Source: an optimization exercise on an open RTL-to-GDS flow (aim: small area, a short achievable clock period and few clock cycles per item). Production flows keep margins and buffers that such runs may drop.
In this exercise RTL edits were held to simulation tests only and were not proved equivalent to the original.

File: flow/config.mk
export PLATFORM = sky130hd
export DESIGN_NAME = execute_stage
export DESIGN_NICKNAME = execute_stage
export VERILOG_FILES = /design/flow/design.v
export SDC_FILE = /design/flow/constraint.sdc
export NUM_CORES = 4
export LEC_CHECK = 0
export CAP_MARGIN = 20
export CORE_MARGIN = 2
export CORE_UTILIZATION = 40
export SETUP_SLACK_MARGIN = 4.0
export SLEW_MARGIN = 20
export SYNTH_HIERARCHICAL = 1
export SYNTH_MINIMUM_KEEP_SIZE = 0
export TNS_END_PERCENT = 10
File: flow/design.v
package legv8_pkg;
  localparam int DATA_W_DEFAULT = 64;
  localparam logic [3:0] ALU_AND   = 4'b0000;
  localparam logic [3:0] ALU_ORR   = 4'b0001;
  localparam logic [3:0] ALU_ADD   = 4'b0010;
  localparam logic [3:0] ALU_SUB   = 4'b0110;
  localparam logic [3:0] ALU_PASSB = 4'b0111;
  localparam logic [3:0] ALU_EOR   = 4'b1010;
  localparam logic [3:0] ALU_NOR   = 4'b1100;
  localparam logic [3:0] ALU_LSL   = 4'b1000;
  localparam logic [3:0] ALU_LSR   = 4'b1001;
  localparam logic [3:0] ALU_MUL   = 4'b1111;
  localparam logic [1:0] FWD_RF    = 2'b00;
  localparam logic [1:0] FWD_WB    = 2'b01;
  localparam logic [1:0] FWD_EXMEM = 2'b10;
endpackage
module mul_booth_step (
  input  logic [63:0] i_mcand,
  input  logic [63:0] i_p,
  input  logic [7:0]  i_one,
  input  logic [7:0]  i_two,
  input  logic [7:0]  i_neg,
  output logic [63:0] o_p,
  output logic        o_zero
);
  logic [8:0][63:0] w_row;
  always_comb begin
    for (int j = 0; j < 8; j++) begin
      for (int m = 0; m < 64; m++) begin
        if (m < 2 * j) begin
          w_row[j][m] = 1'b0;
        end else if (m == 2 * j) begin
          w_row[j][m] = (i_one[j] & i_mcand[0]) ^ i_neg[j];
        end else begin
          w_row[j][m] = ((i_one[j] & i_mcand[m-2*j]) | (i_two[j] & i_mcand[m-2*j-1])) ^ i_neg[j];
        end
      end
    end
    w_row[8] = {i_p[47:0], 16'b0};
    for (int j = 0; j < 8; j++) begin
      w_row[8][2*j] = i_neg[j];
    end
  end
  logic [63:0] s1, c1, s2, c2, s3, c3, s4, c4, s5, c5, s6, c6, s7, c7;
  assign s1 = w_row[0] ^ w_row[1] ^ w_row[2];
  assign c1 = {(w_row[0][62:0] & w_row[1][62:0]) | (w_row[0][62:0] & w_row[2][62:0]) | (w_row[1][62:0] & w_row[2][62:0]), 1'b0};
  assign s2 = w_row[3] ^ w_row[4] ^ w_row[5];
  assign c2 = {(w_row[3][62:0] & w_row[4][62:0]) | (w_row[3][62:0] & w_row[5][62:0]) | (w_row[4][62:0] & w_row[5][62:0]), 1'b0};
  assign s3 = w_row[6] ^ w_row[7] ^ w_row[8];
  assign c3 = {(w_row[6][62:0] & w_row[7][62:0]) | (w_row[6][62:0] & w_row[8][62:0]) | (w_row[7][62:0] & w_row[8][62:0]), 1'b0};
  assign s4 = s1 ^ c1 ^ s2;
  assign c4 = {(s1[62:0] & c1[62:0]) | (s1[62:0] & s2[62:0]) | (c1[62:0] & s2[62:0]), 1'b0};
  assign s5 = c2 ^ s3 ^ c3;
  assign c5 = {(c2[62:0] & s3[62:0]) | (c2[62:0] & c3[62:0]) | (s3[62:0] & c3[62:0]), 1'b0};
  assign s6 = s4 ^ c4 ^ s5;
  assign c6 = {(s4[62:0] & c4[62:0]) | (s4[62:0] & s5[62:0]) | (c4[62:0] & s5[62:0]), 1'b0};
  assign s7 = s6 ^ c6 ^ c5;
  assign c7 = {(s6[62:0] & c6[62:0]) | (s6[62:0] & c5[62:0]) | (c6[62:0] & c5[62:0]), 1'b0};
  logic [63:0] w_cp, w_cg;
  add64_ks u_cpa (
    .i_a   (s7),
    .i_b   (c7),
    .i_cin (1'b0),
    .o_sum (o_p),
    .o_p   (w_cp),
    .o_g   (w_cg)
  );
  assign o_zero = &(~(w_cp ^ {w_cp[62:0] | w_cg[62:0], 1'b0}));
endmodule
module mul_start (
  input  logic [63:0] i_a,
  input  logic [63:0] i_b,
  output logic        o_swap,
  output logic [3:0]  o_m,
  output logic [63:0] o_mcand,
  output logic [47:0] o_mplier,
  output logic [23:0] o_dig
);
  function automatic logic [23:0] mul_booth_enc(input logic [16:0] c);
    logic [7:0] one, two, neg;
    for (int j = 0; j < 8; j++) begin
      one[j] = c[2*j+1] ^ c[2*j];
      two[j] = (c[2*j+2] & !c[2*j+1] & !c[2*j]) | (!c[2*j+2] & c[2*j+1] & c[2*j]);
      neg[j] = c[2*j+2];
    end
    mul_booth_enc = {one, two, neg};
  endfunction
  function automatic logic [2:0] fits(input logic [63:0] x);
    logic e1, e2, e3;
    e1 = &(~(x[31:16] ^ x[30:15]));
    e2 = &(~(x[47:32] ^ x[46:31]));
    e3 = &(~(x[63:48] ^ x[62:47]));
    fits = {e3, e3 & e2, e3 & e2 & e1};
  endfunction
  logic [2:0]  w_fa, w_fb, w_fmin;
  logic [16:0] w_chunk;
  logic [63:0] w_mplier;
  assign w_fa     = fits(i_a);
  assign w_fb     = fits(i_b);
  assign w_fmin   = w_fa | w_fb;
  assign o_swap   = (w_fa[0] & !w_fb[0]) | (w_fa[1] & !w_fb[1]) | (w_fa[2] & !w_fb[2]);
  assign o_m      = {!w_fmin[2], w_fmin[2] & !w_fmin[1], w_fmin[1] & !w_fmin[0], w_fmin[0]};
  assign o_mcand  = o_swap ? i_b : i_a;
  assign w_mplier = o_swap ? i_a : i_b;
  assign o_mplier = w_mplier[47:0];
  always_comb begin
    w_chunk = '0;
    for (int c = 0; c < 4; c++) begin
      w_chunk = w_chunk |
        ({17{o_m[c] & o_swap}}  & ((c == 0) ? {i_a[15:0], 1'b0} : i_a[16*c-1 +: 17])) |
        ({17{o_m[c] & !o_swap}} & ((c == 0) ? {i_b[15:0], 1'b0} : i_b[16*c-1 +: 17]));
    end
  end
  assign o_dig = mul_booth_enc(w_chunk);
endmodule
import legv8_pkg::*;
module execute_stage
#(
  parameter int DATA_W = legv8_pkg::DATA_W_DEFAULT
) (
  input  logic              clk,
  input  logic              reset,
  input  logic              ID_EX_Valid,
  input  logic              ID_EX_RegWrite,
  input  logic              ID_EX_MemRead,
  input  logic              ID_EX_MemWrite,
  input  logic              ID_EX_MemtoReg,
  input  logic              ID_EX_Branch,
  input  logic              ID_EX_ALUSrc,
  input  logic [3:0]        ID_EX_ALUOp,
  input  logic [4:0]        ID_EX_RegisterRd,
  input  logic [DATA_W-1:0] ID_EX_PC,
  input  logic [DATA_W-1:0] ID_EX_ReadData1,
  input  logic [DATA_W-1:0] ID_EX_ReadData2,
  input  logic [DATA_W-1:0] ID_EX_SignExtImm,
  input  logic [1:0]        ForwardA,
  input  logic [1:0]        ForwardB,
  input  logic [DATA_W-1:0] WB_WriteData,
  input  logic              flush,
  output logic              ex_stall,
  output logic              EX_MEM_Valid,
  output logic              EX_MEM_RegWrite,
  output logic              EX_MEM_MemRead,
  output logic              EX_MEM_MemWrite,
  output logic              EX_MEM_MemtoReg,
  output logic              EX_MEM_Branch,
  output logic              EX_MEM_Zero,
  output logic [4:0]        EX_MEM_RegisterRd,
  output logic [DATA_W-1:0] EX_MEM_ALUResult,
  output logic [DATA_W-1:0] EX_MEM_WriteData,
  output logic [DATA_W-1:0] EX_MEM_BranchTarget
);
  logic        r_busy;        
  logic fa_ex, fa_wb, fa_rf, fb_ex, fb_wb, fb_rf;
  logic [63:0] w_op_a, w_fwd_b, w_op_b;
  assign fa_ex = (ForwardA == FWD_EXMEM);
  assign fa_wb = (ForwardA == FWD_WB);
  assign fb_ex = (ForwardB == FWD_EXMEM);
  assign fb_wb = (ForwardB == FWD_WB);
  fwd_same u_fa_rf (.i_f(ForwardA), .o_same(fa_rf));
  fwd_same u_fb_rf (.i_f(ForwardB), .o_same(fb_rf));
  assign w_op_a  = ({64{fa_ex}} & EX_MEM_ALUResult) | ({64{fa_wb}} & WB_WriteData) |
                   ({64{fa_rf}} & ID_EX_ReadData1);
  assign w_fwd_b = ({64{fb_ex}} & EX_MEM_ALUResult) | ({64{fb_wb}} & WB_WriteData) |
                   ({64{fb_rf}} & ID_EX_ReadData2);
  assign w_op_b  = ({64{ID_EX_ALUSrc}} & ID_EX_SignExtImm) |
                   ({64{!ID_EX_ALUSrc && fb_ex}} & EX_MEM_ALUResult) |
                   ({64{!ID_EX_ALUSrc && fb_wb}} & WB_WriteData) |
                   ({64{!ID_EX_ALUSrc && fb_rf}} & ID_EX_ReadData2);
  logic is_and, is_orr, is_add, is_sub, is_passb, is_eor, is_nor, is_lsl, is_lsr, is_mul;
  assign is_and   = (ID_EX_ALUOp == ALU_AND);
  assign is_orr   = (ID_EX_ALUOp == ALU_ORR);
  assign is_add   = (ID_EX_ALUOp == ALU_ADD);
  assign is_sub   = (ID_EX_ALUOp == ALU_SUB);
  assign is_passb = (ID_EX_ALUOp == ALU_PASSB);
  assign is_eor   = (ID_EX_ALUOp == ALU_EOR);
  assign is_nor   = (ID_EX_ALUOp == ALU_NOR);
  assign is_lsl   = (ID_EX_ALUOp == ALU_LSL);
  assign is_lsr   = (ID_EX_ALUOp == ALU_LSR);
  assign is_mul   = (ID_EX_ALUOp == ALU_MUL);
  logic        w_addsub;
  logic [63:0] w_b_x, w_p, w_g, w_sum;
  logic        w_zero_sum;
  assign w_addsub = is_add | is_sub;
  assign w_b_x    = w_op_b ^ {64{is_sub}};
  ex_addsub u_add (
    .i_a    (w_op_a),
    .i_b    (w_b_x),
    .i_cin  (is_sub),
    .o_sum  (w_sum),
    .o_p    (w_p),
    .o_g    (w_g),
    .o_zero (w_zero_sum)
  );
  logic        t_11, t_01, t_00;
  logic [63:0] w_bitwise;
  assign t_11 = is_and | is_orr;
  assign t_01 = is_orr | is_eor;
  assign t_00 = is_nor;
  assign w_bitwise = ({64{t_11}} & w_g) | ({64{t_01}} & w_p) | ({64{t_00}} & ~(w_p | w_g)) |
                     ({64{is_passb}} & w_op_b);
  logic [63:0] w_shift;
  logic        w_is_shift, w_zero_shift;
  assign w_is_shift = is_lsl | is_lsr;
  ex_shifter u_shift (
    .i_a    (w_op_a),
    .i_amt  (w_op_b[5:0]),
    .i_lsr  (ID_EX_ALUOp[0]),    
    .o_y    (w_shift),
    .o_zero (w_zero_shift)
  );
  logic        sel_sum, sel_bitwise, sel_shift;
  logic [63:0] w_result_alu;
  logic        w_alu_zero;
  assign sel_sum     = w_addsub && !r_busy;
  assign sel_bitwise = !w_addsub && !w_is_shift && !r_busy;
  assign sel_shift   = w_is_shift && !r_busy;
  assign w_result_alu = ({64{sel_bitwise}} & w_bitwise) | ({64{sel_shift}} & w_shift);
  assign w_alu_zero   = (sel_sum & w_zero_sum) | (sel_shift & w_zero_shift) |
                        (sel_bitwise & ~|w_bitwise);
  logic [63:0] w_branch_target;
  bt_adder u_bt (.i_pc(ID_EX_PC), .i_imm(ID_EX_SignExtImm), .o_bt(w_branch_target));
  logic [1:0]  r_cnt;         
  logic [47:0] r_mplier;      
  logic [7:0]  r_one, r_two, r_neg;
  logic        w_kill, w_mul_start, w_mul_last;
  assign w_kill      = reset | flush;
  assign w_mul_start = ID_EX_Valid && is_mul && !r_busy && !w_kill;
  assign w_mul_last  = r_busy && (r_cnt == 2'd0);
  stall_logic u_stall (
    .i_reset (reset),
    .i_flush (flush),
    .i_valid (ID_EX_Valid),
    .i_op    (ID_EX_ALUOp),
    .i_busy  (r_busy),
    .i_more  (r_busy && r_cnt != 2'd0),
    .o_stall (ex_stall)
  );
  logic        w_swap;
  logic [3:0]  w_m;
  logic [63:0] w_mcand_in;
  logic [47:0] w_mplier_in;
  logic [23:0] w_dig_first;
  mul_start u_start (
    .i_a      (w_op_a),
    .i_b      (w_op_b),
    .o_swap   (w_swap),
    .o_m      (w_m),
    .o_mcand  (w_mcand_in),
    .o_mplier (w_mplier_in),
    .o_dig    (w_dig_first)
  );
  function automatic logic [23:0] mul_booth_enc(input logic [16:0] c);
    logic [7:0] one, two, neg;
    for (int j = 0; j < 8; j++) begin
      one[j] = c[2*j+1] ^ c[2*j];
      two[j] = (c[2*j+2] & !c[2*j+1] & !c[2*j]) | (!c[2*j+2] & c[2*j+1] & c[2*j]);
      neg[j] = c[2*j+2];
    end
    mul_booth_enc = {one, two, neg};
  endfunction
  logic [16:0] w_chunk_next;
  always_comb begin
    case (r_cnt)
      2'd1:    w_chunk_next = {r_mplier[15:0], 1'b0};
      2'd2:    w_chunk_next = r_mplier[31:15];
      default: w_chunk_next = r_mplier[47:31];
    endcase
  end
  logic [23:0] w_dig_next;
  assign w_dig_next = r_busy ? mul_booth_enc(w_chunk_next) : w_dig_first;
  logic [63:0] w_mul_p;
  logic        w_mul_zero;
  mul_booth_step u_step (
    .i_mcand (EX_MEM_BranchTarget),
    .i_p     (EX_MEM_ALUResult),
    .i_one   (r_one),
    .i_two   (r_two),
    .i_neg   (r_neg),
    .o_p     (w_mul_p),
    .o_zero  (w_mul_zero)
  );
  always_ff @(posedge clk) begin
    if (w_kill) begin
      r_busy <= 1'b0;
    end else if (w_mul_start) begin
      r_busy <= 1'b1;
    end else if (w_mul_last) begin
      r_busy <= 1'b0;
    end
  end
  always_ff @(posedge clk) begin
    if (!r_busy) begin
      r_cnt    <= {w_m[3] | w_m[2], w_m[3] | w_m[1]};
      r_mplier <= w_mplier_in;
    end else begin
      r_cnt    <= r_cnt - 2'd1;
    end
    {r_one, r_two, r_neg} <= w_dig_next;
  end
  logic [63:0] w_result;
  result_merge u_merge (
    .i_early   (w_result_alu),
    .i_sel_sum (sel_sum),
    .i_sum     (w_sum),
    .i_sel_mul (r_busy),
    .i_mul     (w_mul_p),
    .o_y       (w_result)
  );
  logic w_valid_next;
  assign w_valid_next = !w_kill && ID_EX_Valid && (r_busy ? (r_cnt == 2'd0) : !is_mul);
  always_ff @(posedge clk) begin
    EX_MEM_Valid      <= w_valid_next;
    EX_MEM_RegWrite   <= w_valid_next && ID_EX_RegWrite;
    EX_MEM_MemRead    <= w_valid_next && ID_EX_MemRead;
    EX_MEM_MemWrite   <= w_valid_next && ID_EX_MemWrite;
    EX_MEM_Branch     <= w_valid_next && ID_EX_Branch;
    EX_MEM_MemtoReg   <= ID_EX_MemtoReg;
    EX_MEM_RegisterRd <= ID_EX_RegisterRd;
    EX_MEM_ALUResult  <= w_result;
    EX_MEM_Zero       <= (r_busy & w_mul_zero) | w_alu_zero;
    if (!r_busy) begin
      EX_MEM_WriteData <= w_fwd_b;
    end
    if (!r_busy && is_mul) begin
      EX_MEM_BranchTarget <= w_mcand_in;
    end else if (!r_busy || w_mul_last) begin
      EX_MEM_BranchTarget <= w_branch_target;
    end
  end
endmodule
module ex_addsub (
  input  logic [63:0] i_a,
  input  logic [63:0] i_b,
  input  logic        i_cin,
  output logic [63:0] o_sum,
  output logic [63:0] o_p,
  output logic [63:0] o_g,
  output logic        o_zero
);
  add64_ks u_add (
    .i_a   (i_a),
    .i_b   (i_b),
    .i_cin (i_cin),
    .o_sum (o_sum),
    .o_p   (o_p),
    .o_g   (o_g)
  );
  assign o_zero = &(~(o_p ^ {o_p[62:0] | o_g[62:0], i_cin}));
endmodule
module add64_ks (
  input  logic [63:0] i_a,
  input  logic [63:0] i_b,
  input  logic        i_cin,
  output logic [63:0] o_sum,
  output logic [63:0] o_p,
  output logic [63:0] o_g
);
  logic [63:0] g0, p0, gn1, pn1, g2, p2, gn3, pn3, g4, p4, gn5, pn5, g6, p6;
  vec_xor u_p (.i_a(i_a), .i_b(i_b), .o_y(o_p));
  vec_and u_g (.i_a(i_a), .i_b(i_b), .o_y(o_g));
  assign g0  = {o_g[63:1], o_g[0] | (o_p[0] & i_cin)};
  assign p0  = o_p;
  ks_level_pn #(.D(1))  u_l1 (.i_g(g0),  .i_p(p0),  .o_gn(gn1), .o_pn(pn1));
  ks_level_np #(.D(2))  u_l2 (.i_gn(gn1), .i_pn(pn1), .o_g(g2),  .o_p(p2));
  ks_level_pn #(.D(4))  u_l3 (.i_g(g2),  .i_p(p2),  .o_gn(gn3), .o_pn(pn3));
  ks_level_np #(.D(8))  u_l4 (.i_gn(gn3), .i_pn(pn3), .o_g(g4),  .o_p(p4));
  ks_level_pn #(.D(16)) u_l5 (.i_g(g4),  .i_p(p4),  .o_gn(gn5), .o_pn(pn5));
  ks_level_np #(.D(32)) u_l6 (.i_gn(gn5), .i_pn(pn5), .o_g(g6),  .o_p(p6));
  assign o_sum = o_p ^ {g6[62:0], i_cin};
endmodule
module ks_level_pn #(
  parameter int D = 1
) (
  input  logic [63:0] i_g,
  input  logic [63:0] i_p,
  output logic [63:0] o_gn,
  output logic [63:0] o_pn
);
  always_comb begin
    for (int i = 0; i < 64; i++) begin
      if (i >= D) begin
        o_gn[i] = ~(i_g[i] | (i_p[i] & i_g[i-D]));
        o_pn[i] = ~(i_p[i] & i_p[i-D]);
      end else begin
        o_gn[i] = ~i_g[i];
        o_pn[i] = ~i_p[i];
      end
    end
  end
endmodule
module ks_level_np #(
  parameter int D = 2
) (
  input  logic [63:0] i_gn,
  input  logic [63:0] i_pn,
  output logic [63:0] o_g,
  output logic [63:0] o_p
);
  always_comb begin
    for (int i = 0; i < 64; i++) begin
      if (i >= D) begin
        o_g[i] = ~(i_gn[i] & (i_pn[i] | i_gn[i-D]));
        o_p[i] = ~(i_pn[i] | i_pn[i-D]);
      end else begin
        o_g[i] = ~i_gn[i];
        o_p[i] = ~i_pn[i];
      end
    end
  end
endmodule
module ex_shifter (
  input  logic [63:0] i_a,
  input  logic [5:0]  i_amt,
  input  logic        i_lsr,
  output logic [63:0] o_y,
  output logic        o_zero
);
  logic [63:0] w_in, w_out;
  always_comb begin
    for (int i = 0; i < 64; i++) begin
      w_in[i] = i_lsr ? i_a[63-i] : i_a[i];
    end
  end
  assign w_out = w_in << i_amt;
  always_comb begin
    for (int i = 0; i < 64; i++) begin
      o_y[i] = i_lsr ? w_out[63-i] : w_out[i];
    end
  end
  assign o_zero = ~|w_out;
endmodule
module fwd_same (
  input  logic [1:0] i_f,
  output logic       o_same
);
  assign o_same = (i_f[1] == i_f[0]);
endmodule
module vec_xor (
  input  logic [63:0] i_a,
  input  logic [63:0] i_b,
  output logic [63:0] o_y
);
  assign o_y = i_a ^ i_b;
endmodule
module vec_and (
  input  logic [63:0] i_a,
  input  logic [63:0] i_b,
  output logic [63:0] o_y
);
  assign o_y = i_a & i_b;
endmodule
module result_merge (
  input  logic [63:0] i_early,
  input  logic        i_sel_sum,
  input  logic [63:0] i_sum,
  input  logic        i_sel_mul,
  input  logic [63:0] i_mul,
  output logic [63:0] o_y
);
  assign o_y = i_early | ({64{i_sel_sum}} & i_sum) | ({64{i_sel_mul}} & i_mul);
endmodule
module bt_adder (
  input  logic [63:0] i_pc,
  input  logic [63:0] i_imm,
  output logic [63:0] o_bt
);
  assign o_bt = i_pc + {i_imm[61:0], 2'b00};
endmodule
module stall_logic (
  input  logic       i_reset,
  input  logic       i_flush,
  input  logic       i_valid,
  input  logic [3:0] i_op,
  input  logic       i_busy,
  input  logic       i_more,
  output logic       o_stall
);
  assign o_stall = !i_reset && !i_flush &&
                   ((i_valid && (i_op == legv8_pkg::ALU_MUL) && !i_busy) || i_more);
endmodule
File: flow/constraint.sdc
create_clock -name core_clock -period 10.0 [get_ports {clk}]
set_input_delay 2.0000 -clock core_clock [delete_from_list [all_inputs] [get_ports {clk}]]
set_output_delay 2.0000 -clock core_clock [all_outputs]
set_load 0.01 [all_outputs]
File: flow/standard.sh
#!/bin/bash
# synth_recipe.tcl (not shown) runs the flow's synth.tcl, then flattens the netlist and writes it again
# the make line also repeats each setting of config.mk as NAME=value (left out here)
make -C /OpenROAD-flow-scripts/flow DESIGN_CONFIG=/design/flow/config.mk WORK_HOME=/design/flow/orfs CLKGATE_MAP_FILE= SYNTH_SCRIPT=/design/flow/synth_recipe.tcl "${@:-finish}"
File: flow/flow/run.sh
#!/bin/bash
# The standard layout, with every input and output port buffered by a buf_1
# (the default port buffer is a slow delay buffer); the resizer upsizes the
# ones on critical paths. Make's full output goes to flow_make.log here;
# ORFS's per-step logs stay under orfs/logs/.
set -euo pipefail
bash standard.sh BUFFER_PORTS_ARGS="-buffer_cell sky130_fd_sc_hd__buf_1" finish > flow_make.log 2>&1
==> flow_summary.html, run 1 <==
<table>
<tr><th>Metric</th><th>Value</th></tr>
<tr><th colspan="2">Outcome</th></tr>
<tr><td>Status</td><td>timing/DRC/antenna clean</td></tr>
<tr><th colspan="2">Die</th></tr>
<tr><td>Top-level I/O count</td><td>548</td></tr>
<tr><td>Area of the core</td><td>143,800 sq um</td></tr>
<tr><td>Overall die width</td><td>384.8 microns</td></tr>
<tr><td>Effective utilization at floorplan</td><td>40.33%</td></tr>
<tr><td>Height of the die</td><td>384.8 microns</td></tr>
<tr><td>Floorplan row count</td><td>139</td></tr>
<tr><td>Area of the die</td><td>148,100 sq um</td></tr>
<tr><th colspan="2">Placed design</th></tr>
<tr><td>Input/output buffers</td><td>547</td></tr>
<tr><td>Half-perimeter wire length after detailed placement</td><td>319,000 microns</td></tr>
<tr><td>Placer Congestion</td><td>1.130</td></tr>
<tr><th colspan="2">Critical path</th></tr>
<tr><td>CP Data Arrival Time</td><td>6.81 ns</td></tr>
<tr><td>Critical Path Sink Type</td><td>flop</td></tr>
<tr><td>Setup CP Type</td><td>primary input to flop</td></tr>
<tr><td>Required arrival time at the worst endpoint</td><td>10.59 ns</td></tr>
<tr><td>Critical path launch point type</td><td>primary input</td></tr>
<tr><td>Highest fanout seen on the critical path</td><td>19</td></tr>
<tr><td>Depth of the worst register-to-register path</td><td>18</td></tr>
<tr><th colspan="2">Drt</th></tr>
<tr><td>Final antenna-violating net count</td><td>0</td></tr>
<tr><td>Routed wire length</td><td>426,100 microns</td></tr>
<tr><td>Via count of the routed design</td><td>73.61k</td></tr>
<tr><td>Drt first-iter violations</td><td>13.83k</td></tr>
<tr><td>Final routed wire length divided by cell count</td><td>41.38 microns</td></tr>
<tr><td>Count of unresolved DRC violations after routing</td><td>0</td></tr>
<tr><td>Number of iterations in the first detailed-routing pass</td><td>14</td></tr>
<tr><td>Vias per inst</td><td>7.148</td></tr>
<tr><th colspan="2">CTS</th></tr>
<tr><td>CTS tree</td><td>built</td></tr>
<tr><td>Clock latency on the worst-skew pair</td><td>0.66 ns</td></tr>
<tr><td>Number of clock sinks seen by CTS</td><td>279</td></tr>
<tr><td>Clock-pin slew of the registers on the worst-case setup and hold paths</td><td>0.06 ns</td></tr>
<tr><td>H-tree levels</td><td>2</td></tr>
<tr><td>Buffer levels on the longest clock path</td><td>3</td></tr>
<tr><td>TritonCTS Buffers</td><td>41</td></tr>
<tr><td>Buffer type at the clock tree root</td><td>sky130_fd_sc_hd__clkbuf_16</td></tr>
<tr><td>Number of buffers inserted for hold repair after clock tree synthesis</td><td>0</td></tr>
<tr><th colspan="2">STA</th></tr>
<tr><td>Max Clock Skew</td><td>0.05854 ns</td></tr>
<tr><td>Setup repair after global routing missed its margin</td><td>yes</td></tr>
<tr><td>Final Hold Vio Count</td><td>0</td></tr>
<tr><td>Post-route clock period utilization</td><td>62.24%</td></tr>
<tr><td>Actual slew at the worst max-slew pin</td><td>1.278 ns</td></tr>
<tr><td>Min cycle time layout</td><td>6.224 ns</td></tr>
<tr><td>Final total negative setup slack</td><td>0 ns</td></tr>
<tr><td>Max_slew headroom</td><td>14.77%</td></tr>
<tr><td>Setup-violating endpoint count in the final report</td><td>0</td></tr>
<tr><td>Fmax</td><td>160.7 MHz</td></tr>
<tr><td>Number of max-slew violations in the final report</td><td>0</td></tr>
<tr><th colspan="2">Finish</th></tr>
<tr><td>Share of post-route cells with drive strength above 1</td><td>13.60%</td></tr>
<tr><td>Layout Utilization</td><td>48.49%</td></tr>
<tr><td>Synthesis-to-finish area growth</td><td>20.23%</td></tr>
<tr><td>Count of fill cells added during filler insertion</td><td>14.30k</td></tr>
<tr><td>Multi-input gate area in the final layout</td><td>48,030 sq um</td></tr>
<tr><td>Net count reported at finish</td><td>9,102</td></tr>
<tr><td>Sequential Area</td><td>7445 sq um</td></tr>
<tr><th colspan="2">Global routing</th></tr>
<tr><td>Total congestion overflow after global routing</td><td>0</td></tr>
<tr><td>Pin count of the biggest net entering global routing</td><td>74</td></tr>
<tr><td>Total GRT Usage</td><td>54.99%</td></tr>
<tr><td>Global-route wire length before repair</td><td>561,200 microns</td></tr>
<tr><td>Number of global-route vias before repair</td><td>65.99k</td></tr>
<tr><td>Number of antenna violations at the first check in global routing</td><td>64</td></tr>
<tr><th colspan="2">Hold path</th></tr>
<tr><td>Hold crit path type</td><td>flop to flop</td></tr>
<tr><td>Worst hold stages</td><td>1</td></tr>
<tr><th colspan="2">Logic synthesis</th></tr>
<tr><td>Count of synthesis-stage warnings from yosys</td><td>16</td></tr>
<tr><td>Mean cell area of the mapped netlist</td><td>7.525 sq um</td></tr>
<tr><td>Number of instances in the synthesized netlist</td><td>7,709</td></tr>
<tr><td>Mapped cell area</td><td>58,010 sq um</td></tr>
<tr><th colspan="2">Run</th></tr>
<tr><td>Maximum Capacitance Violations</td><td>0</td></tr>
</table>
## routing by layer
layer | up-vias | GRT usage (%) | share of wire [%] | wire length (microns)
met4 | 34 | 45.93 | 11 | 47070
li1 | 28250 | - | - | -
met1 | 35370 | 62.56 | 34 | 143600
met2 | 7593 | 76.49 | 39 | 166600
met5 | - | 1.007 | 0.10 | 441
met3 | 2357 | 27.41 | 16 | 68420
## cell usage in the layout, fill, tap and decap left out, types with 79 or more instances in the layout
cell type                  count
sky130_fd_sc_hd__ha_1         90
sky130_fd_sc_hd__xnor2_1     509
sky130_fd_sc_hd__nand3b_1    113
sky130_fd_sc_hd__o21ai_1     320
sky130_fd_sc_hd__buf_4       396
sky130_fd_sc_hd__inv_1       663
sky130_fd_sc_hd__nor2_1      566
sky130_fd_sc_hd__fa_1        358
sky130_fd_sc_hd__edfxtp_1    176
sky130_fd_sc_hd__a22oi_1     487
sky130_fd_sc_hd__o21ai_0     144
sky130_fd_sc_hd__buf_12       79
sky130_fd_sc_hd__a21oi_1     646
sky130_fd_sc_hd__nand2_1    1054
sky130_fd_sc_hd__nand3_1      84
sky130_fd_sc_hd__buf_1       541
sky130_fd_sc_hd__xor2_1      337
sky130_fd_sc_hd__and2_1      139
sky130_fd_sc_hd__mux4_2       82
## critical path, cell delays in order
cell                       delay [ns]
sky130_fd_sc_hd__buf_1           0.30
sky130_fd_sc_hd__nand2b_1        0.23
sky130_fd_sc_hd__nor2_2          0.40
sky130_fd_sc_hd__and2_4          0.36
sky130_fd_sc_hd__buf_6           0.32
sky130_fd_sc_hd__xor2_1          0.30
sky130_fd_sc_hd__xor2_2          0.19
sky130_fd_sc_hd__ha_1            0.23
sky130_fd_sc_hd__or2_1           0.30
sky130_fd_sc_hd__a21oi_1         0.22
sky130_fd_sc_hd__inv_1           0.08
sky130_fd_sc_hd__a21oi_1         0.36
sky130_fd_sc_hd__inv_1           0.12
sky130_fd_sc_hd__a21oi_1         0.32
sky130_fd_sc_hd__inv_1           0.13
sky130_fd_sc_hd__xor2_1          0.64
sky130_fd_sc_hd__a221o_1         0.27
## stage by stage
step	cell area, sq um	hold slack, ns	setup slack (ns)	std cells
2_1_floorplan	58070	0.4413	4.003	7717
3_3_place_gp	62600	0.4612	1.946	9891
3_5_place_dp	62780	0.4688	2.001	9901
4_1_cts	67500	0.4774	3.880	10120
5_1_grt	69600	0.4970	3.798	10240
6_report	69750	0.4928	3.776	10300
## area by class of cell
class / instances / area share, %
multi-input cells: 6191 / 68.86
repair buffers: 1084 / 11.03
flip-flops and latches: 279 / 10.67
inverters: 697 / 3.841
well taps: 1903 / 3.414
clock buffers: 56 / 1.611
clock inverters: 18 / 0.3103
diodes: 69 / 0.2476
repair inverters: 1 / 0.007176
## repair_timing
action / in CTS / in global routing
cloned: 10 / 9
endpoints found under the setup margin: 183 / 78
pin swaps: 15 / 50
setup buffers: 135 / 97
resized for setup: 240 / 179
## sequential cells by signal, summed over array words and instances, names as in the netlist
register,count
EX_MEM_ALUResult,64
EX_MEM_BranchTarget,64
EX_MEM_WriteData,64
r_mplier,48
r_neg,8
r_one,8
r_two,8
EX_MEM_RegisterRd,5
r_cnt,2
EX_MEM_Branch,1
EX_MEM_MemRead,1
EX_MEM_MemWrite,1
EX_MEM_MemtoReg,1
EX_MEM_RegWrite,1
EX_MEM_Valid,1
EX_MEM_Zero,1
r_busy,1
## path summary, 6_finish.rpt
path	start	endpoint	slack [ns]
max	ID_EX_ALUOp[1]	EX_MEM_ALUResult[22]	3.78
min	r_cnt[0]	r_cnt[0]	0.49
max reg2reg	EX_MEM_BranchTarget[12]	EX_MEM_ALUResult[50]	3.86
min reg2reg	r_cnt[0]	r_cnt[0]	0.49
Testbench counts, summed over its fixed seeds: cycles 6,499, instrs 4,800.
==> run 2, diff against run 1 <==
--- a/flow/design.v
+++ b/flow/design.v
@@ -182,10 +182,12 @@
   logic [63:0] w_b_x, w_p, w_g, w_sum;
   logic        w_zero_sum;
-  assign w_addsub = is_add | is_sub;
-  assign w_b_x    = w_op_b ^ {64{is_sub}};
+  logic w_sub;
+  assign w_sub    = ID_EX_ALUOp[2] & ID_EX_ALUOp[1] & !ID_EX_ALUOp[0];
+  assign w_addsub = !ID_EX_ALUOp[3] & ID_EX_ALUOp[1] & !ID_EX_ALUOp[0];
+  assign w_b_x    = w_op_b ^ {64{w_sub}};
   ex_addsub u_add (
     .i_a    (w_op_a),
     .i_b    (w_b_x),
-    .i_cin  (is_sub),
+    .i_cin  (w_sub),
     .o_sum  (w_sum),
     .o_p    (w_p),
@@ -202,5 +204,5 @@
   logic [63:0] w_shift;
   logic        w_is_shift, w_zero_shift;
-  assign w_is_shift = is_lsl | is_lsr;
+  assign w_is_shift = ID_EX_ALUOp[3] & !ID_EX_ALUOp[2] & !ID_EX_ALUOp[1];   
   ex_shifter u_shift (
     .i_a    (w_op_a),
--- a/flow/config.mk
+++ b/flow/config.mk
@@ -6,9 +6,9 @@
 export NUM_CORES = 4
 export LEC_CHECK = 0
-export CAP_MARGIN = 20
+export CAP_MARGIN = 30
 export CORE_MARGIN = 2
 export CORE_UTILIZATION = 40
 export SETUP_SLACK_MARGIN = 4.0
-export SLEW_MARGIN = 20
+export SLEW_MARGIN = 30
 export SYNTH_HIERARCHICAL = 1
 export SYNTH_MINIMUM_KEEP_SIZE = 0
==> run 2 against run 1 <==
Synthesized cell count shrank 1.7%; maximum frequency shrank 1.5%; clock skew grew 0.027 ns; critical endpoint is now EX_MEM_ALUResult[4].
==> flow_summary.html, run 2 <==
<table>
<tr><th>Metric</th><th>Value</th></tr>
<tr><th colspan="2">Outcome</th></tr>
<tr><td>Status</td><td>timing/DRC/antenna clean</td></tr>
<tr><th colspan="2">Placed design</th></tr>
<tr><td>Worst slack after detailed placement</td><td>1.712 ns</td></tr>
<tr><td>Placer Congestion</td><td>1.172</td></tr>
<tr><td>Total instance count after detailed placement</td><td>9,725</td></tr>
<tr><td>Half-perimeter wire length after detailed placement</td><td>312,700 microns</td></tr>
<tr><td>Input/output buffers</td><td>547</td></tr>
<tr><th colspan="2">Finish</th></tr>
<tr><td>Top flop regs</td><td>EX_MEM_ALUResult x64, EX_MEM_BranchTarget x64, EX_MEM_WriteData x64</td></tr>
<tr><td>Post-route insts no fill</td><td>10.13k</td></tr>
<tr><td>Sequential Area</td><td>7445 sq um</td></tr>
<tr><td>Commonest non-fill, non-tap cell in the layout</td><td>sky130_fd_sc_hd__nand2_1</td></tr>
<tr><td>Commonest cells after routing, fill and taps aside</td><td>sky130_fd_sc_hd__nand2_1, sky130_fd_sc_hd__inv_1, sky130_fd_sc_hd__a21oi_1</td></tr>
<tr><td>Synthesis-to-finish area growth</td><td>19.50%</td></tr>
<tr><td>Net count reported at finish</td><td>8,960</td></tr>
<tr><td>Share of post-route cells with drive strength above 1</td><td>14.44%</td></tr>
<tr><td>Multi-input gate area in the final layout</td><td>47,620 sq um</td></tr>
<tr><td>Count of fill cells added during filler insertion</td><td>14.31k</td></tr>
<tr><th colspan="2">CTS</th></tr>
<tr><td>Buffer levels on the longest clock path</td><td>3</td></tr>
<tr><td>H-tree levels</td><td>2</td></tr>
<tr><td>Number of clock sinks seen by CTS</td><td>279</td></tr>
<tr><td>Clock latency on the worst-skew pair</td><td>0.68 ns</td></tr>
<tr><td>Clock-pin slew of the registers on the worst-case setup and hold paths</td><td>0.06 ns</td></tr>
<tr><td>Number of buffers inserted for hold repair after clock tree synthesis</td><td>0</td></tr>
<tr><td>CTS tree</td><td>built</td></tr>
<tr><td>Buffer type at the clock tree root</td><td>sky130_fd_sc_hd__clkbuf_16</td></tr>
<tr><td>TritonCTS Buffers</td><td>41</td></tr>
<tr><th colspan="2">Global routing</th></tr>
<tr><td>Number of global-route vias before repair</td><td>64.82k</td></tr>
<tr><td>Number of antenna violations at the first check in global routing</td><td>51</td></tr>
<tr><td>Pin count of the biggest net entering global routing</td><td>140</td></tr>
<tr><td>Total congestion overflow after global routing</td><td>0</td></tr>
<tr><td>Global-route wire length before repair</td><td>545,100 microns</td></tr>
<tr><td>Total GRT Usage</td><td>53.20%</td></tr>
<tr><th colspan="2">STA</th></tr>
<tr><td>Final setup slack of the worst path</td><td>3.683 ns</td></tr>
<tr><td>Final Hold Vio Count</td><td>0</td></tr>
<tr><td>Min cycle time layout</td><td>6.317 ns</td></tr>
<tr><td>Number of max-slew violations in the final report</td><td>0</td></tr>
<tr><td>Max Clock Skew</td><td>0.08563 ns</td></tr>
<tr><td>Fmax</td><td>158.3 MHz</td></tr>
<tr><td>Max_slew headroom</td><td>16.38%</td></tr>
<tr><td>Final total negative setup slack</td><td>0 ns</td></tr>
<tr><td>Post-route worst hold slack</td><td>0.4831 ns</td></tr>
<tr><td>Post-route clock period utilization</td><td>63.17%</td></tr>
<tr><td>Setup-violating endpoint count in the final report</td><td>0</td></tr>
<tr><td>Actual slew at the worst max-slew pin</td><td>1.253 ns</td></tr>
<tr><td>Setup repair after global routing missed its margin</td><td>yes</td></tr>
<tr><th colspan="2">Critical path</th></tr>
<tr><td>Setup CP Type</td><td>primary input to flop</td></tr>
<tr><td>Highest fanout seen on the critical path</td><td>32</td></tr>
<tr><td>Maximum single-stage delay on the critical path</td><td>0.67 ns</td></tr>
<tr><td>WP buf/inv</td><td>4</td></tr>
<tr><td>Kind of cell adding the most delay to the critical path</td><td>compound AO/OA/AOI/OAI gates</td></tr>
<tr><td>Slowest-stage cell, CP</td><td>sky130_fd_sc_hd__a222oi_1</td></tr>
<tr><td>Cell type with the highest occurrence count on the critical path</td><td>sky130_fd_sc_hd__buf_4</td></tr>
<tr><td>Critical path launch point type</td><td>primary input</td></tr>
<tr><td>Critical Path Sink Type</td><td>flop</td></tr>
<tr><td>Ordered list of cells on the worst path</td><td>buf_4 &gt; xnor2_4 &gt; buf_4 &gt; a222oi_1 &gt; inv_2 &gt; buf_4 &gt; mux4_2 &gt; mux2_2 &gt; mux4_2 &gt; a211o_1 &gt; a21oi_2 &gt; mux2i_1 &gt; nand2_1 &gt; o21ai_0 &gt; a221o_1</td></tr>
<tr><td>CP Data Arrival Time</td><td>6.86 ns</td></tr>
<tr><td>Required arrival time at the worst endpoint</td><td>10.54 ns</td></tr>
<tr><th colspan="2">Drt</th></tr>
<tr><td>Via count of the routed design</td><td>71.67k</td></tr>
<tr><td>Vias per inst</td><td>7.074</td></tr>
<tr><td>Final antenna-violating net count</td><td>0</td></tr>
<tr><td>Routed wire length</td><td>414,200 microns</td></tr>
<tr><td>Count of unresolved DRC violations after routing</td><td>0</td></tr>
<tr><td>Number of iterations in the first detailed-routing pass</td><td>13</td></tr>
<tr><td>Final routed wire length divided by cell count</td><td>40.88 microns</td></tr>
<tr><td>Drt first-iter violations</td><td>14.12k</td></tr>
<tr><th colspan="2">Die</th></tr>
<tr><td>Height of the die</td><td>384.9 microns</td></tr>
<tr><td>Effective utilization at floorplan</td><td>40.35%</td></tr>
<tr><td>Floorplan row count</td><td>139</td></tr>
<tr><td>Area of the die</td><td>148,100 sq um</td></tr>
<tr><td>Top-level I/O count</td><td>548</td></tr>
<tr><td>Overall die width</td><td>384.9 microns</td></tr>
<tr><td>Area of the core</td><td>143,800 sq um</td></tr>
<tr><th colspan="2">Hold path</th></tr>
<tr><td>Hold crit path type</td><td>flop to flop</td></tr>
<tr><th colspan="2">Logic synthesis</th></tr>
<tr><td>Mapped cell area</td><td>58,030 sq um</td></tr>
<tr><td>Count of synthesis-stage warnings from yosys</td><td>16</td></tr>
<tr><td>Number of instances in the synthesized netlist</td><td>7,576</td></tr>
<tr><td>Mean cell area of the mapped netlist</td><td>7.659 sq um</td></tr>
<tr><th colspan="2">Run</th></tr>
<tr><td>Maximum Capacitance Violations</td><td>0</td></tr>
</table>
==> run 2: cell type report <==
cell class,count,share of cell area (%)
Timing Repair Buffer,1070,11.00
Tap cell,1903,3.434
Antenna cell,44,0.1588
Inverter,710,3.897
Clock inverter,21,0.4962
Multi-Input combinational cell,6051,68.67
Clock buffer,54,1.608
Sequential cell,279,10.74
==> run 2: timing repair <==
item	4_1_cts	5_1_grt
gates resized for setup	232	171
pin swaps	18	25
gates cloned	8	5
endpoints found under the setup margin	197	90
buffers inserted	161	112
==> run 2: metal layers <==
layer / vias up / GRT usage, % / share of wire [%] / wire (microns)
met1: 34860 / 65.36 / 35 / 146200
met4: 32 / 39.38 / 10 / 41490
met3: 1850 / 25.45 / 17 / 69720
met5: - / 0.7472 / 0.11 / 457
li1: 27880 / - / - / -
met2: 7051 / 71.29 / 38 / 156400
==> run 2: final timing paths <==
check	from	endpoint	slack (ns)	depth (start not counted)
max	ForwardA[1]	EX_MEM_ALUResult[4]	3.68	15
min	r_cnt[0]	r_cnt[0]	0.48	1
max reg2reg	EX_MEM_BranchTarget[19]	EX_MEM_ALUResult[38]	3.88	17
min reg2reg	r_cnt[0]	r_cnt[0]	0.48	1
==> run 2: per-stage QoR <==
step | util [%] | cell area (sq um)
after floorplan | - | 58070
after global placement | 43.28 | 62250
after detailed placement | 43.38 | 62400
after CTS | 46.59 | 67010
after global routing | 48.14 | 69240
final | 48.21 | 69340
==> run 2: worst reg2reg max path, delay by kind of cell (launching register included) <==
family | cells | cell delay, ns
fa+ha+maj | 4 | 2.29
simple gates | 5 | 1.05
compound gates | 3 | 1.01
xor+xnor | 3 | 0.82
flops | 1 | 0.48
buf+inv | 2 | 0.33
Testbench counts of run 2, summed over its fixed seeds: cycles 6,499, instrs 4,800.
==> run 3, diff against run 2 <==
--- a/flow/design.v
+++ b/flow/design.v
@@ -44,17 +44,17 @@
   logic [63:0] s1, c1, s2, c2, s3, c3, s4, c4, s5, c5, s6, c6, s7, c7;
   assign s1 = w_row[0] ^ w_row[1] ^ w_row[2];
-  assign c1 = {(w_row[0][62:0] & w_row[1][62:0]) | (w_row[0][62:0] & w_row[2][62:0]) | (w_row[1][62:0] & w_row[2][62:0]), 1'b0};
+  assign c1 = {(w_row[0][62:0] & w_row[1][62:0]) | (w_row[2][62:0] & (w_row[0][62:0] ^ w_row[1][62:0])), 1'b0};
   assign s2 = w_row[3] ^ w_row[4] ^ w_row[5];
-  assign c2 = {(w_row[3][62:0] & w_row[4][62:0]) | (w_row[3][62:0] & w_row[5][62:0]) | (w_row[4][62:0] & w_row[5][62:0]), 1'b0};
+  assign c2 = {(w_row[3][62:0] & w_row[4][62:0]) | (w_row[5][62:0] & (w_row[3][62:0] ^ w_row[4][62:0])), 1'b0};
   assign s3 = w_row[6] ^ w_row[7] ^ w_row[8];
-  assign c3 = {(w_row[6][62:0] & w_row[7][62:0]) | (w_row[6][62:0] & w_row[8][62:0]) | (w_row[7][62:0] & w_row[8][62:0]), 1'b0};
+  assign c3 = {(w_row[6][62:0] & w_row[7][62:0]) | (w_row[8][62:0] & (w_row[6][62:0] ^ w_row[7][62:0])), 1'b0};
   assign s4 = s1 ^ c1 ^ s2;
-  assign c4 = {(s1[62:0] & c1[62:0]) | (s1[62:0] & s2[62:0]) | (c1[62:0] & s2[62:0]), 1'b0};
+  assign c4 = {(s1[62:0] & c1[62:0]) | (s2[62:0] & (s1[62:0] ^ c1[62:0])), 1'b0};
   assign s5 = c2 ^ s3 ^ c3;
-  assign c5 = {(c2[62:0] & s3[62:0]) | (c2[62:0] & c3[62:0]) | (s3[62:0] & c3[62:0]), 1'b0};
+  assign c5 = {(c2[62:0] & s3[62:0]) | (c3[62:0] & (c2[62:0] ^ s3[62:0])), 1'b0};
   assign s6 = s4 ^ c4 ^ s5;
-  assign c6 = {(s4[62:0] & c4[62:0]) | (s4[62:0] & s5[62:0]) | (c4[62:0] & s5[62:0]), 1'b0};
+  assign c6 = {(s4[62:0] & c4[62:0]) | (s5[62:0] & (s4[62:0] ^ c4[62:0])), 1'b0};
   assign s7 = s6 ^ c6 ^ c5;
-  assign c7 = {(s6[62:0] & c6[62:0]) | (s6[62:0] & c5[62:0]) | (c6[62:0] & c5[62:0]), 1'b0};
+  assign c7 = {(s6[62:0] & c6[62:0]) | (c5[62:0] & (s6[62:0] ^ c6[62:0])), 1'b0};
   logic [63:0] w_cp, w_cg;
   add64_ks u_cpa (
@@ -160,12 +160,16 @@
   fwd_same u_fa_rf (.i_f(ForwardA), .o_same(fa_rf));
   fwd_same u_fb_rf (.i_f(ForwardB), .o_same(fb_rf));
-  assign w_op_a  = ({64{fa_ex}} & EX_MEM_ALUResult) | ({64{fa_wb}} & WB_WriteData) |
-                   ({64{fa_rf}} & ID_EX_ReadData1);
-  assign w_fwd_b = ({64{fb_ex}} & EX_MEM_ALUResult) | ({64{fb_wb}} & WB_WriteData) |
-                   ({64{fb_rf}} & ID_EX_ReadData2);
-  assign w_op_b  = ({64{ID_EX_ALUSrc}} & ID_EX_SignExtImm) |
-                   ({64{!ID_EX_ALUSrc && fb_ex}} & EX_MEM_ALUResult) |
-                   ({64{!ID_EX_ALUSrc && fb_wb}} & WB_WriteData) |
-                   ({64{!ID_EX_ALUSrc && fb_rf}} & ID_EX_ReadData2);
+  logic [63:0] w_a_exwb, w_b_exwb, w_ob_exwb, w_ob_imrf;
+  vec_ao22 u_a1  (.i_s1(fa_ex), .i_x1(EX_MEM_ALUResult), .i_s2(fa_wb), .i_x2(WB_WriteData),
+                  .o_y(w_a_exwb));
+  vec_ao21 u_a2  (.i_t(w_a_exwb), .i_s(fa_rf), .i_x(ID_EX_ReadData1), .o_y(w_op_a));
+  vec_ao22 u_b1  (.i_s1(fb_ex), .i_x1(EX_MEM_ALUResult), .i_s2(fb_wb), .i_x2(WB_WriteData),
+                  .o_y(w_b_exwb));
+  vec_ao21 u_b2  (.i_t(w_b_exwb), .i_s(fb_rf), .i_x(ID_EX_ReadData2), .o_y(w_fwd_b));
+  vec_ao22 u_ob1 (.i_s1(!ID_EX_ALUSrc && fb_ex), .i_x1(EX_MEM_ALUResult),
+                  .i_s2(!ID_EX_ALUSrc && fb_wb), .i_x2(WB_WriteData), .o_y(w_ob_exwb));
+  vec_ao22 u_ob2 (.i_s1(ID_EX_ALUSrc), .i_x1(ID_EX_SignExtImm),
+                  .i_s2(!ID_EX_ALUSrc && fb_rf), .i_x2(ID_EX_ReadData2), .o_y(w_ob_imrf));
+  assign w_op_b = w_ob_exwb | w_ob_imrf;
   logic is_and, is_orr, is_add, is_sub, is_passb, is_eor, is_nor, is_lsl, is_lsr, is_mul;
   assign is_and   = (ID_EX_ALUOp == ALU_AND);
@@ -482,2 +486,19 @@
                    ((i_valid && (i_op == legv8_pkg::ALU_MUL) && !i_busy) || i_more);
 endmodule
+module vec_ao22 (
+  input  logic        i_s1,
+  input  logic [63:0] i_x1,
+  input  logic        i_s2,
+  input  logic [63:0] i_x2,
+  output logic [63:0] o_y
+);
+  assign o_y = ({64{i_s1}} & i_x1) | ({64{i_s2}} & i_x2);
+endmodule
+module vec_ao21 (
+  input  logic [63:0] i_t,
+  input  logic        i_s,
+  input  logic [63:0] i_x,
+  output logic [63:0] o_y
+);
+  assign o_y = i_t | ({64{i_s}} & i_x);
+endmodule
--- a/flow/config.mk
+++ b/flow/config.mk
@@ -6,9 +6,9 @@
 export NUM_CORES = 4
 export LEC_CHECK = 0
-export CAP_MARGIN = 30
+export CAP_MARGIN = 20
 export CORE_MARGIN = 2
-export CORE_UTILIZATION = 40
+export CORE_UTILIZATION = 45
 export SETUP_SLACK_MARGIN = 4.0
-export SLEW_MARGIN = 30
+export SLEW_MARGIN = 20
 export SYNTH_HIERARCHICAL = 1
 export SYNTH_MINIMUM_KEEP_SIZE = 0
==> run 3 against run 2 <==
Critical path type unchanged; register-to-register slack lost 0.20 ns; largest cell class unchanged; count of clock-buffer cells in the layout down 7; non-clock buffer count up 36; synthesized cell count shrank 5.5%; global-route usage increased by 9.7 points.
==> flow_summary.html, run 3 <==
<table>
<tr><th>Metric</th><th>Value</th></tr>
<tr><th colspan="2">STA</th></tr>
<tr><td>Post-route clock period utilization</td><td>68.46%</td></tr>
<tr><td>Number of max-slew violations in the final report</td><td>0</td></tr>
<tr><td>Setup-violating endpoint count in the final report</td><td>0</td></tr>
<tr><td>Max_slew headroom</td><td>7.813%</td></tr>
<tr><td>Fmax</td><td>146.1 MHz</td></tr>
<tr><td>Actual slew at the worst max-slew pin</td><td>1.383 ns</td></tr>
<tr><td>Min cycle time layout</td><td>6.846 ns</td></tr>
<tr><td>Final setup slack of the worst path</td><td>3.154 ns</td></tr>
<tr><td>Final total negative setup slack</td><td>0 ns</td></tr>
<tr><td>Setup repair after global routing missed its margin</td><td>yes</td></tr>
<tr><td>Final Hold Vio Count</td><td>0</td></tr>
<tr><td>Max Clock Skew</td><td>0.02117 ns</td></tr>
<tr><th colspan="2">Drt</th></tr>
<tr><td>Number of iterations in the first detailed-routing pass</td><td>23</td></tr>
<tr><td>Final antenna-violating net count</td><td>0</td></tr>
<tr><td>Routed wire length</td><td>438,300 microns</td></tr>
<tr><td>Via count of the routed design</td><td>74.55k</td></tr>
<tr><td>Final routed wire length divided by cell count</td><td>45.93 microns</td></tr>
<tr><td>Vias per inst</td><td>7.811</td></tr>
<tr><td>Drt first-iter violations</td><td>16.58k</td></tr>
<tr><td>Count of unresolved DRC violations after routing</td><td>0</td></tr>
<tr><th colspan="2">Finish</th></tr>
<tr><td>Top flop regs</td><td>EX_MEM_ALUResult x64, EX_MEM_BranchTarget x64, EX_MEM_WriteData x64</td></tr>
<tr><td>Share of post-route cells with drive strength above 1</td><td>15.77%</td></tr>
<tr><td>Net count reported at finish</td><td>8,589</td></tr>
<tr><td>Commonest non-fill, non-tap cell in the layout</td><td>sky130_fd_sc_hd__nand2_1</td></tr>
<tr><td>Commonest cells after routing, fill and taps aside</td><td>sky130_fd_sc_hd__nand2_1, sky130_fd_sc_hd__buf_1, sky130_fd_sc_hd__a22oi_1</td></tr>
<tr><td>Finished Cell Area</td><td>68,220 sq um</td></tr>
<tr><td>Layout Utilization</td><td>53.43%</td></tr>
<tr><td>Synthesis-to-finish area growth</td><td>17.73%</td></tr>
<tr><th colspan="2">Global routing</th></tr>
<tr><td>Total GRT Usage</td><td>62.94%</td></tr>
<tr><td>Number of global-route vias before repair</td><td>66.89k</td></tr>
<tr><td>Number of antenna violations at the first check in global routing</td><td>76</td></tr>
<tr><td>Global-route wire length before repair</td><td>572,100 microns</td></tr>
<tr><td>Pin count of the biggest net entering global routing</td><td>66</td></tr>
<tr><td>Total congestion overflow after global routing</td><td>0</td></tr>
<tr><th colspan="2">Die</th></tr>
<tr><td>Height of the die</td><td>362.9 microns</td></tr>
<tr><td>Floorplan row count</td><td>131</td></tr>
<tr><td>Area of the die</td><td>131,700 sq um</td></tr>
<tr><td>Effective utilization at floorplan</td><td>45.39%</td></tr>
<tr><td>Overall die width</td><td>362.9 microns</td></tr>
<tr><td>Area of the core</td><td>127,700 sq um</td></tr>
<tr><td>Top-level I/O count</td><td>548</td></tr>
<tr><th colspan="2">Outcome</th></tr>
<tr><td>Status</td><td>timing/DRC/antenna clean</td></tr>
<tr><th colspan="2">Critical path</th></tr>
<tr><td>Cell type with the highest occurrence count on the critical path</td><td>sky130_fd_sc_hd__buf_4</td></tr>
<tr><td>WP buf/inv</td><td>6</td></tr>
<tr><td>Required arrival time at the worst endpoint</td><td>10.60 ns</td></tr>
<tr><td>Maximum single-stage delay on the critical path</td><td>0.81 ns</td></tr>
<tr><td>Kind of cell adding the most delay to the critical path</td><td>simple AND/OR/NAND/NOR gates</td></tr>
<tr><td>Depth of the worst register-to-register path</td><td>16</td></tr>
<tr><td>Launch instance of the worst register-to-register path</td><td>r_two[3]</td></tr>
<tr><td>Critical path launch point type</td><td>primary input</td></tr>
<tr><td>Slowest-stage cell, CP</td><td>sky130_fd_sc_hd__nor2_2</td></tr>
<tr><td>Endpoint of the most critical register-to-register path</td><td>EX_MEM_ALUResult[52]</td></tr>
<tr><td>Highest fanout seen on the critical path</td><td>38</td></tr>
<tr><td>Flop2flop setup slack</td><td>3.68 ns</td></tr>
<tr><td>Critical Path Sink Type</td><td>flop</td></tr>
<tr><td>Ordered list of cells on the worst path</td><td>clkbuf_2 &gt; nor2b_4 &gt; nor2b_4 &gt; buf_4 &gt; buf_4 &gt; a22o_1 &gt; nor2_2 &gt; inv_1 &gt; or4_1 &gt; nor4_1 &gt; o22a_2 &gt; o211ai_4 &gt; nand2_4 &gt; inv_4 &gt; buf_4 &gt; a31oi_1 &gt; o221ai_1 &gt; or2_0 &gt; mux2i_1 &gt; nor2_1 &gt; a21oi_1</td></tr>
<tr><td>Setup CP Type</td><td>primary input to flop</td></tr>
<tr><td>CP Data Arrival Time</td><td>7.44 ns</td></tr>
<tr><th colspan="2">Run</th></tr>
<tr><td>Maximum Capacitance Violations</td><td>0</td></tr>
<tr><th colspan="2">CTS</th></tr>
<tr><td>CTS tree</td><td>built</td></tr>
<tr><td>TritonCTS Buffers</td><td>39</td></tr>
<tr><td>Clock-pin slew of the registers on the worst-case setup and hold paths</td><td>0.06 ns</td></tr>
<tr><td>Number of buffers inserted for hold repair after clock tree synthesis</td><td>0</td></tr>
<tr><td>Number of clock sinks seen by CTS</td><td>279</td></tr>
<tr><td>H-tree levels</td><td>2</td></tr>
<tr><td>Buffer levels on the longest clock path</td><td>3</td></tr>
<tr><td>Clock latency on the worst-skew pair</td><td>0.68 ns</td></tr>
<tr><td>Buffer type at the clock tree root</td><td>sky130_fd_sc_hd__clkbuf_16</td></tr>
<tr><th colspan="2">Logic synthesis</th></tr>
<tr><td>Mean cell area of the mapped netlist</td><td>8.093 sq um</td></tr>
<tr><td>Count of synthesis-stage warnings from yosys</td><td>16</td></tr>
<tr><td>Mapped cell area</td><td>57,950 sq um</td></tr>
<tr><td>Number of instances in the synthesized netlist</td><td>7,161</td></tr>
<tr><th colspan="2">Hold path</th></tr>
<tr><td>Hold crit path type</td><td>flop to flop</td></tr>
<tr><td>Worst hold stages</td><td>1</td></tr>
<tr><td>Worst hold start</td><td>r_cnt[0]</td></tr>
<tr><td>Endpoint with the worst hold slack</td><td>r_cnt[0]</td></tr>
<tr><th colspan="2">Placed design</th></tr>
<tr><td>Placer Congestion</td><td>1.198</td></tr>
<tr><td>Total cell area at the placement stage</td><td>61,220 sq um</td></tr>
<tr><td>Half-perimeter wire length after detailed placement</td><td>320,400 microns</td></tr>
<tr><td>Worst slack after detailed placement</td><td>1.970 ns</td></tr>
<tr><td>Input/output buffers</td><td>547</td></tr>
</table>
run 3: through the flow:
stage / instances / hold WS (ns)
detailed placement: 9084 / 0.4681
finish: 9544 / 0.4972
global route: 9503 / 0.5122
global placement: 9081 / 0.4686
floorplan: 7169 / 0.4413
CTS: 9312 / 0.4905
run 3: what timing repair did:
| item | CTS | global route |
|---|---|---|
| setup buffers | 150 | 154 |
| pin swaps | 6 | 16 |
| endpoints found under the setup margin | 180 | 109 |
| resized for setup | 248 | 178 |
| endpoints found under the hold margin | 0 | 0 |
| cloned | 7 | 6 |
run 3: layout make-up:
class                           instances  area (sq um)
Antenna cell                           71         177.7
Clock buffer                           47          1036
Clock inverter                         24         290.3
Fill cell                           11860         59460
Inverter                              418          1612
Multi-Input combinational cell       5935         47770
Sequential cell                       279          7446
Tap cell                             1662          2079
Timing Repair Buffer                 1106          7802
Timing Repair inverter                  2         13.76
run 3: how the worst max path moves through the flow:
stage | endpoint | cells after the start | slack (ns) | from
floorplan | EX_MEM_ALUResult[1] | 17 | 4.06 | ForwardB[1]
global placement | EX_MEM_Zero | 17 | 1.97 | ForwardB[1]
detailed placement | EX_MEM_Zero | 17 | 1.97 | ForwardB[1]
CTS | EX_MEM_Zero | 21 | 3.80 | r_two[2]
global route | r_two[6] | 21 | 3.27 | ForwardB[1]
finish | r_two[7] | 21 | 3.15 | ForwardB[1]
run 3: per-layer routing:
layer / vias up / global-route usage (%) / part of all wire [%]
met2: 8636 / 82.33 / 36
li1: 27100 / - / -
met4: 85 / 59.38 / 13
met3: 3362 / 41.24 / 19
met1: 35370 / 66.06 / 31
met5: - / 13.36 / 0.62
Testbench counts of run 3, summed over its fixed seeds: cycles 6,499, instrs 4,800.
==> run 4, diff against run 3 <==
--- a/flow/config.mk
+++ b/flow/config.mk
@@ -6,9 +6,9 @@
 export NUM_CORES = 4
 export LEC_CHECK = 0
-export CAP_MARGIN = 20
+export CAP_MARGIN = 30
 export CORE_MARGIN = 2
-export CORE_UTILIZATION = 45
+export CORE_UTILIZATION = 40
 export SETUP_SLACK_MARGIN = 4.0
-export SLEW_MARGIN = 20
+export SLEW_MARGIN = 30
 export SYNTH_HIERARCHICAL = 1
 export SYNTH_MINIMUM_KEEP_SIZE = 0
==> run 4 against run 3 <==
Still clean on timing, DRC and antenna; register-to-register slack worse by 0.06 ns; clock skew up 0.064 ns; sequential cell count unchanged; via count decreased by 2.7%; final cell count grew 1.2%; maximum frequency increased by 6.8%; synthesized cell count is the same; setup slack improved by 0.43 ns; sequential share of layout area is 0.062 points higher; wire length up 2.7%; critical path type unchanged; largest cell class unchanged.
==> flow_summary.html, run 4 <==
<table>
<tr><th>Metric</th><th>Value</th></tr>
<tr><th colspan="2">CTS</th></tr>
<tr><td>Buffer levels on the longest clock path</td><td>3</td></tr>
<tr><td>Buffer type at the clock tree root</td><td>sky130_fd_sc_hd__clkbuf_16</td></tr>
<tr><td>Number of clock sinks seen by CTS</td><td>279</td></tr>
<tr><td>Number of buffers inserted for hold repair after clock tree synthesis</td><td>0</td></tr>
<tr><td>H-tree levels</td><td>2</td></tr>
<tr><td>CTS tree</td><td>built</td></tr>
<tr><td>Clock-pin slew of the registers on the worst-case setup and hold paths</td><td>0.05 ns</td></tr>
<tr><td>TritonCTS Buffers</td><td>41</td></tr>
<tr><th colspan="2">Global routing</th></tr>
<tr><td>Pin count of the biggest net entering global routing</td><td>66</td></tr>
<tr><td>Total GRT Usage</td><td>57.91%</td></tr>
<tr><td>Total congestion overflow after global routing</td><td>0</td></tr>
<tr><th colspan="2">Finish</th></tr>
<tr><td>Finished Cell Area</td><td>67,920 sq um</td></tr>
<tr><td>Top flop regs</td><td>EX_MEM_ALUResult x64, EX_MEM_BranchTarget x64, EX_MEM_WriteData x64</td></tr>
<tr><td>Sequential Area</td><td>7455 sq um</td></tr>
<tr><td>Share of post-route cells with drive strength above 1</td><td>14.93%</td></tr>
<tr><td>Synthesis-to-finish area growth</td><td>17.20%</td></tr>
<tr><td>Commonest cells after routing, fill and taps aside</td><td>sky130_fd_sc_hd__nand2_1, sky130_fd_sc_hd__buf_1, sky130_fd_sc_hd__a21oi_1, sky130_fd_sc_hd__a22oi_1, sky130_fd_sc_hd__nor2_1</td></tr>
<tr><td>Commonest non-fill, non-tap cell in the layout</td><td>sky130_fd_sc_hd__nand2_1</td></tr>
<tr><td>Net count reported at finish</td><td>8,478</td></tr>
<tr><td>Count of fill cells added during filler insertion</td><td>14.03k</td></tr>
<tr><th colspan="2">STA</th></tr>
<tr><td>Max_slew headroom</td><td>19.94%</td></tr>
<tr><td>Final Hold Vio Count</td><td>0</td></tr>
<tr><td>Setup-violating endpoint count in the final report</td><td>0</td></tr>
<tr><th colspan="2">Drt</th></tr>
<tr><td>Number of iterations in the first detailed-routing pass</td><td>30</td></tr>
<tr><td>Final routed wire length divided by cell count</td><td>46.57 microns</td></tr>
<tr><td>Routed wire length</td><td>450,000 microns</td></tr>
<tr><td>Final antenna-violating net count</td><td>0</td></tr>
<tr><th colspan="2">Critical path</th></tr>
<tr><td>Critical Path Sink Type</td><td>flop</td></tr>
<tr><td>Highest fanout seen on the critical path</td><td>18</td></tr>
<tr><td>Slowest-stage cell, CP</td><td>sky130_fd_sc_hd__a21o_1</td></tr>
<tr><td>Depth of the worst register-to-register path</td><td>16</td></tr>
<tr><td>Endpoint of the most critical register-to-register path</td><td>EX_MEM_ALUResult[62]</td></tr>
<tr><th colspan="2">Hold path</th></tr>
<tr><td>Worst hold stages</td><td>1</td></tr>
<tr><td>Hold crit path type</td><td>flop to flop</td></tr>
<tr><th colspan="2">Logic synthesis</th></tr>
<tr><td>Mapped cell area</td><td>57,950 sq um</td></tr>
<tr><td>Mean cell area of the mapped netlist</td><td>8.093 sq um</td></tr>
<tr><th colspan="2">Outcome</th></tr>
<tr><td>Status</td><td>timing/DRC/antenna clean</td></tr>
<tr><th colspan="2">Die</th></tr>
<tr><td>Top-level I/O count</td><td>548</td></tr>
<tr><td>Height of the die</td><td>384.6 microns</td></tr>
<tr><td>Area of the core</td><td>143,700 sq um</td></tr>
<tr><th colspan="2">Placed design</th></tr>
<tr><td>Half-perimeter wire length after detailed placement</td><td>340,100 microns</td></tr>
<tr><td>Placer Congestion</td><td>1.192</td></tr>
</table>
-- run 4: cell types whose count changed in the layout (fill, tap and decap cells not counted), sizes merged --
cell,delta
clkinv,-2
bufbuf,+1
buf,-116
clkbuf,+9
diode,-14
inv,-1
nand2,+2
clkinvlp,-4
nor2b,+2
bufinv,+2
a21oi,-1
-- run 4: timing repair --
action,CTS,global route
pin swaps,10,16
buffers inserted,58,117
cloned,10,3
setup endpoints to repair,183,88
resized for setup,204,140
-- run 4: area by class of cell --
class | instances | area share (%)
Inverter | 418 | 2.360
Sequential cell | 279 | 10.98
Tap cell | 1903 | 3.506
Timing Repair inverter | 1 | 0.007369
Antenna cell | 57 | 0.2100
Clock buffer | 56 | 1.761
Clock inverter | 20 | 0.4587
Timing Repair Buffer | 991 | 9.941
Multi-Input combinational cell | 5938 | 70.78
-- run 4: critical path, delay by kind of cell --
family | cells | cell delay (ns)
mux | 4 | 2.08
compound gates | 5 | 2.01
simple gates | 1 | 0.59
buf+inv | 1 | 0.27
-- run 4: worst max path at each step --
stage | end | start | cells past startpoint | slack, ns
4_1_cts | EX_MEM_ALUResult[59] | r_two[4] | 21 | 3.83
2_1_floorplan | EX_MEM_ALUResult[1] | ForwardB[1] | 17 | 4.06
6_report | EX_MEM_ALUResult[18] | ForwardA[1] | 11 | 3.59
5_1_grt | EX_MEM_ALUResult[55] | r_two[6] | 17 | 3.53
3_3_place_gp | r_two[5] | ID_EX_ALUSrc | 18 | 1.90
3_5_place_dp | r_two[5] | ID_EX_ALUSrc | 18 | 1.74
-- run 4: per-stage QoR --
| step | worst slack, ns | hold slack (ns) | cells | util, % |
|---|---|---|---|---|
| floorplan | 4.057 | 0.4413 | 7169 | - |
| global placement | 1.896 | 0.4617 | 9337 | 43.03 |
| detailed placement | 1.738 | 0.4696 | 9339 | 43.17 |
| CTS | 3.835 | 0.4809 | 9483 | 45.51 |
| global route | 3.534 | 0.5169 | 9616 | 47.20 |
| finish | 3.589 | 0.4855 | 9663 | 47.28 |
-- run 4: layer usage --
metal | wire length [microns] | share of wire (%) | track usage, % | vias up
met5 | 1143 | 0.25 | 4.548 | -
met4 | 59720 | 13 | 57.28 | 56
met3 | 74960 | 17 | 31.23 | 2792
met2 | 168300 | 37 | 77.33 | 8105
met1 | 146000 | 32 | 63.32 | 34810
li1 | - | - | - | 26800

[separate check: timing with driven ports]
Ports are ideal in the flow. The routed layouts listed here were re-timed in OpenROAD.
Step 1 sets driving cells, clkbuf_16 on the clock port and buf_2 on the other inputs (assumed; they add their load-dependent delay and slew).
Step 2 times the ports against the registers' clock, not the clock port: input delays grow and output delays shrink by t, the midpoint of the rising clock arrivals with the driver on.
a / b / c = no drivers / after step 1 / after step 2; a / b = the first two.
run	t (ns)	setup slack, ns	worst setup path at the end	worst data-port slew with drivers (ns)
run 1	0.718	3.776 / 3.729 / 3.011	input to register	0.21
run 2	0.719	3.683 / 3.737 / 3.018	input to register	0.14
run 3	0.754	3.154 / 3.206 / 2.452	input to register	0.26
run 4	0.754	3.589 / 3.623 / 2.879	input to register	0.17
After both steps every run listed still meets setup and hold. For run 1, which loses most, drivers alone change the setup slack by -0.047 ns; drivers and shift together by -0.765 ns.
